This design comes from an exercise in tuning for small area on the open sky130 flow, not from production work.
RTL that was checked went through simulation tests only; none was proved equivalent to the original.
Power figures rest on the tool's default switching activity, not on a simulated workload.

==> module cpu_top, before the edit <==
module cpu_top (
    input  logic        clk,
    input  logic        rst,
    input  logic [15:0] mem_rdata,
    output logic [15:0] mem_addr,
    output logic [15:0] mem_wdata,
    output logic        mem_we,
    output logic        halted
);
    logic [3:0]        ph;      
    logic              init;    
    logic [11:0]       ir;      
    logic [7:0][15:0]  regs;
    logic [15:0]       pc;
    logic              pcc;     
    logic [13:0]       mar;
    logic [13:0]       mdr;
    logic              zf, cf;
    wire pb = ph[3];
    wire c0 = (ph[2:0] == 3'd0);
    wire [5:0] op = ir[11:6];
    wire [2:0] rx = ir[5:3];
    wire [2:0] ry = ir[2:0];
    wire lo   = ~op[5] & ~op[4];                  
    wire i_halt = (op == 6'd0);
    wire i_cmp  = (op == 6'd16);
    wire i_alu  = (lo & ((op[3:0] == 4'd4) | (op[3:0] == 4'd7) | (op[3:0] == 4'd8) |
                         (op[3:0] == 4'd9) | (op[3:0] == 4'd10) | (op[3:0] == 4'd12))) | i_cmp;
    wire hi   = (op[5:3] == 3'b100);             
    wire i_mov  = hi & (op[2:0] == 3'd0);
    wire i_ld   = hi & (op[2:0] == 3'd1);
    wire i_ldi  = hi & (op[2:0] == 3'd3);
    wire i_st   = hi & (op[2:0] == 3'd5);
    wire i_jmp  = (op == 6'd23);
    wire i_jcc  = (op[5:2] == 4'b0110);           
    wire i_wr   = (i_alu & ~op[4]) | i_mov | i_ld | i_ldi;
    wire cond   = (op[1] ? cf : zf) ^ op[0];
    wire i_jt   = i_jmp | (i_jcc & cond);
    wire i_jn   = i_jcc & ~cond;
    wire i_ari  = op[4] | (op[3] & (op[2] | op[1]));    
    wire i_subm = op[4] | op[2];                         
    wire [1:0] px = regs[rx][1:0];
    wire [1:0] py = regs[ry][1:0];
    wire [1:0] dat = c0 ? mem_rdata[1:0] : mdr[1:0];
    wire cin = c0 ? 1'b0 : cf;
    wire a0  = px[0] ^ i_subm;
    wire k0  = (a0 & py[0]) | (a0 & cin) | (py[0] & cin);
    wire a1  = px[1] ^ i_subm;
    wire k1  = (a1 & py[1]) | (a1 & k0) | (py[1] & k0);
    wire t0 = ~op[5] & ~op[4] & ~op[3] & ~op[0];                     
    wire t1 = op[5] | op[4] | op[3] | ~op[0];                        
    wire t2 = ~op[5] & (op[4] | op[3]);                              
    wire t3 = op[5] | (~op[4] & ~op[3] & op[0]) | (op[3] & ~op[2] & ~op[1] & ~op[0]);   
    wire [3:0] tt = {t3, t2, t1, t0};
    wire [1:0] lg = {tt[{px[1], py[1]}], tt[{px[0], py[0]}]};
    wire [1:0] res = (op[5] & op[0]) ? dat : (lg ^ ({k0, cin} & {2{i_ari}}));
    wire [1:0] wd = init ? 2'b00 : res;
    wire inc   = pb ? (i_ldi | i_jn) : 1'b1;
    wire pcin  = c0 ? inc : pcc;
    wire q0    = pc[0] ^ pcin;
    wire kq    = pc[0] & pcin;
    wire q1    = pc[1] ^ kq;
    wire [1:0] pc_new = init ? 2'b00 : ((pb & i_jt) ? dat : {q1, q0});
    wire       i_m  = hi & ~op[1] & op[0];           
    wire       mrg  = ~pb & i_m;
    wire [1:0] pa   = op[2] ? px : py;            
    always_ff @(posedge clk or posedge rst) begin
        if (rst)
            ir[6] <= 1'b1;
        else if (!pb && c0 && !i_halt)
            ir[6] <= mem_rdata[10];
    end
    always_ff @(posedge clk or posedge rst) begin
        if (rst) begin
            ph     <= 4'b1000;
            init   <= 1'b1;
            zf     <= 1'b0;
            cf     <= 1'b0;
        end else begin
            ph <= ph + 4'd1;
            if (ph == 4'b1111)
                init <= 1'b0;
            if (!init && pb && i_alu) begin
                zf <= (c0 | zf) & (res == 2'b00);
                cf <= i_ari & k1;
            end
        end
    end
    always_ff @(posedge clk) begin
        for (int r = 0; r < 8; r++) begin
            if (init || (pb && i_wr && rx == 3'(r)))
                regs[r] <= {wd, regs[r][15:2]};
            else
                regs[r] <= {regs[r][1:0], regs[r][15:2]};
        end
        pc  <= {pc_new, pc[15:2]};
        pcc <= pc[1] & kq;
        mar <= {(mrg ? pa : pc_new), mar[13:2]};
        if (c0)
            mdr <= mem_rdata[15:2];
        else
            mdr <= {py, mdr[13:2]};
        if (!pb && c0 && !i_halt)
            ir[11:7] <= mem_rdata[15:11];
        if (!pb && c0 && !i_halt)
            ir[5:0] <= mem_rdata[9:4];
    end
    assign mem_addr  = {mar, (pb & i_m) ? pa : pc[1:0]};
    assign mem_wdata = {mdr, py};
    assign mem_we    = pb & c0 & i_st & ~init;
    assign halted    = i_halt;
endmodule
Settings: LEC_CHECK=0, CAP_MARGIN=20, CORE_MARGIN=2, CORE_UTILIZATION=70, SLEW_MARGIN=20; clock period 7.0 ns.
standard.sh (not shown) runs the stock make flow with config.mk's settings and CLKGATE_MAP_FILE= SYNTH_SCRIPT=/design/flow/synth_recipe.tcl, a recipe that flattens the netlist after the stock synthesis.
==> flow/flow/run.sh <==
#!/bin/bash
# The standard layout, with three changes:
#  - synthesis maps logic with an area-oriented abc script (flow/area.abc)
#  - ports are buffered with buf_1
#  - the clock tree uses clkbuf_8 and no dummy loads
set -e
F=$PWD/flow
export MY_ABC_SCRIPT=$F/area.abc
export FLOW_SYNTH=$PWD/synth_recipe.tcl
sed "s#SYNTH_SCRIPT=[^ ]*#SYNTH_SCRIPT=$F/my_synth.tcl#" standard.sh > my_standard.sh
export BUFFER_PORTS_ARGS="-buffer_cell sky130_fd_sc_hd__buf_1"
export CTS_ARGS="-sink_clustering_enable -repair_clock_nets -dont_use_dummy_load -buf_list sky130_fd_sc_hd__clkbuf_8"
bash my_standard.sh > standard.log 2>&1
==> flow/flow/area.abc <==
strash
dc2
dch -f
amap -F 20 -A 30
==> flow/flow/my_synth.tcl <==
# The standard flow's synthesis, with an area-oriented abc script in place of ORFS's
proc abc {args} {
  set out {}
  set skip 0
  foreach a $args {
    if {$skip} { set skip 0; continue }
    if {$a eq "-script" || $a eq "-D"} { set skip 1; continue }
    lappend out $a
  }
  yosys abc -script $::env(MY_ABC_SCRIPT) {*}$out
}
source $::env(FLOW_SYNTH)
Next try:
--- a/flow/design.v
+++ b/flow/design.v
@@ -38,51 +38,56 @@
     wire cond   = (op[1] ? cf : zf) ^ op[0];
     wire i_jt   = i_jmp | (i_jcc & cond);
     wire i_jn   = i_jcc & ~cond;
     wire i_ari  = op[4] | (op[3] & (op[2] | op[1]));    
     wire i_subm = op[4] | op[2];                         
+    wire i_and  = ~op[3] & op[0];                        
+    wire i_not  = ~op[3] & ~op[0];
+    wire i_or   = op[3] & ~op[0];
+    wire i_xor  = op[3] & op[0];
+    wire i_dat  = op[5] & op[0];                         
     wire [1:0] px = regs[rx][1:0];
     wire [1:0] py = regs[ry][1:0];
     wire [1:0] dat = c0 ? mem_rdata[1:0] : mdr[1:0];
     wire cin = c0 ? 1'b0 : cf;
+    wire s0  = px[0] ^ py[0] ^ cin;
     wire a0  = px[0] ^ i_subm;
     wire k0  = (a0 & py[0]) | (a0 & cin) | (py[0] & cin);
+    wire s1  = px[1] ^ py[1] ^ k0;
     wire a1  = px[1] ^ i_subm;
     wire k1  = (a1 & py[1]) | (a1 & k0) | (py[1] & k0);
-    wire t0 = ~op[5] & ~op[4] & ~op[3] & ~op[0];                     
-    wire t1 = op[5] | op[4] | op[3] | ~op[0];                        
-    wire t2 = ~op[5] & (op[4] | op[3]);                              
-    wire t3 = op[5] | (~op[4] & ~op[3] & op[0]) | (op[3] & ~op[2] & ~op[1] & ~op[0]);   
-    wire [3:0] tt = {t3, t2, t1, t0};
-    wire [1:0] lg = {tt[{px[1], py[1]}], tt[{px[0], py[0]}]};
-    wire [1:0] res = (op[5] & op[0]) ? dat : (lg ^ ({k0, cin} & {2{i_ari}}));
+    logic [1:0] res;
+    always_comb begin
+        if (op[5])      res = op[0] ? dat : py;    
+        else if (i_ari) res = {s1, s0};
+        else if (i_not) res = ~px;
+        else if (i_and) res = px & py;
+        else if (i_or)  res = px | py;
+        else            res = px ^ py;
+    end
     wire [1:0] wd = init ? 2'b00 : res;
     wire inc   = pb ? (i_ldi | i_jn) : 1'b1;
     wire pcin  = c0 ? inc : pcc;
     wire q0    = pc[0] ^ pcin;
     wire kq    = pc[0] & pcin;
     wire q1    = pc[1] ^ kq;
     wire [1:0] pc_new = init ? 2'b00 : ((pb & i_jt) ? dat : {q1, q0});
-    wire       i_m  = hi & ~op[1] & op[0];           
-    wire       mrg  = ~pb & i_m;
-    wire [1:0] pa   = op[2] ? px : py;            
-    always_ff @(posedge clk or posedge rst) begin
-        if (rst)
-            ir[6] <= 1'b1;
-        else if (!pb && c0 && !i_halt)
-            ir[6] <= mem_rdata[10];
-    end
+    wire       mrg  = ~pb & (i_st | i_ld);
+    wire [1:0] pa   = i_st ? px : py;
     always_ff @(posedge clk or posedge rst) begin
         if (rst) begin
             ph     <= 4'b1000;
             init   <= 1'b1;
+            halted <= 1'b0;
             zf     <= 1'b0;
             cf     <= 1'b0;
         end else begin
             ph <= ph + 4'd1;
             if (ph == 4'b1111)
                 init <= 1'b0;
+            if (!init && pb && i_halt)
+                halted <= 1'b1;
             if (!init && pb && i_alu) begin
                 zf <= (c0 | zf) & (res == 2'b00);
                 cf <= i_ari & k1;
             end
         end
@@ -95,19 +100,16 @@
                 regs[r] <= {regs[r][1:0], regs[r][15:2]};
         end
         pc  <= {pc_new, pc[15:2]};
         pcc <= pc[1] & kq;
         mar <= {(mrg ? pa : pc_new), mar[13:2]};
-        if (c0)
+        if (pb && c0)
             mdr <= mem_rdata[15:2];
         else
             mdr <= {py, mdr[13:2]};
-        if (!pb && c0 && !i_halt)
-            ir[11:7] <= mem_rdata[15:11];
-        if (!pb && c0 && !i_halt)
-            ir[5:0] <= mem_rdata[9:4];
+        if (!pb && c0)
+            ir <= mem_rdata[15:4];
     end
-    assign mem_addr  = {mar, (pb & i_m) ? pa : pc[1:0]};
+    assign mem_addr  = {mar, (pb & (i_st | i_ld)) ? pa : pc[1:0]};
     assign mem_wdata = {mdr, py};
-    assign mem_we    = pb & c0 & i_st & ~init;
-    assign halted    = i_halt;
+    assign mem_we    = pb & c0 & i_st & ~init & ~halted;
 endmodule
Via count came out higher by 4.4%.
Cell count came out higher by 0.69%.
Global-route usage came out higher by 0.55 points.
Routed wire length came out higher by 4.8%.
Sequential power barely changes.
Clock-buffer cell count does not change.
Hold slack got worse by 0.0073 ns.
Worst setup slack got worse by 0.25 ns.
Sequential cell count came out higher by 1.
Clock power came out higher by about 2%.
Synthesized cell count came out higher by 1.2%.
No functional check of the RTL was part of the second run of this note.

## afterwards: timing with drivers on the ports
No port has a modelled driver above. Below, the same layouts with a new extraction and two added sets of constraints.
Step 1 (the two cells are an assumption about what drives the block):
set clk [get_ports {clk}]
set_driving_cell -lib_cell sky130_fd_sc_hd__clkbuf_16 $clk
set_driving_cell -lib_cell sky130_fd_sc_hd__buf_2 [delete_from_list [all_inputs] $clk]
Step 2 moves the port delays by t, midway between the first and last clock arrival at a register: inputs arrive t later, outputs are due t later. That takes back most of the time a late clock gives input paths.
a / b / c = no drivers / after step 1 / after step 2; a / b = the first two.
run | t, ns | slack for setup (ns) | worst register clock-pin slew, ns | pins driven straight from the clock port
the first run | 0.451 | 3.012 / 2.978 / 3.429 | 0.10 / 0.10 | 1
the second run | 0.456 | 2.766 / 2.735 / 3.190 | 0.11 / 0.11 | 1
After both steps every run listed still meets setup and hold.
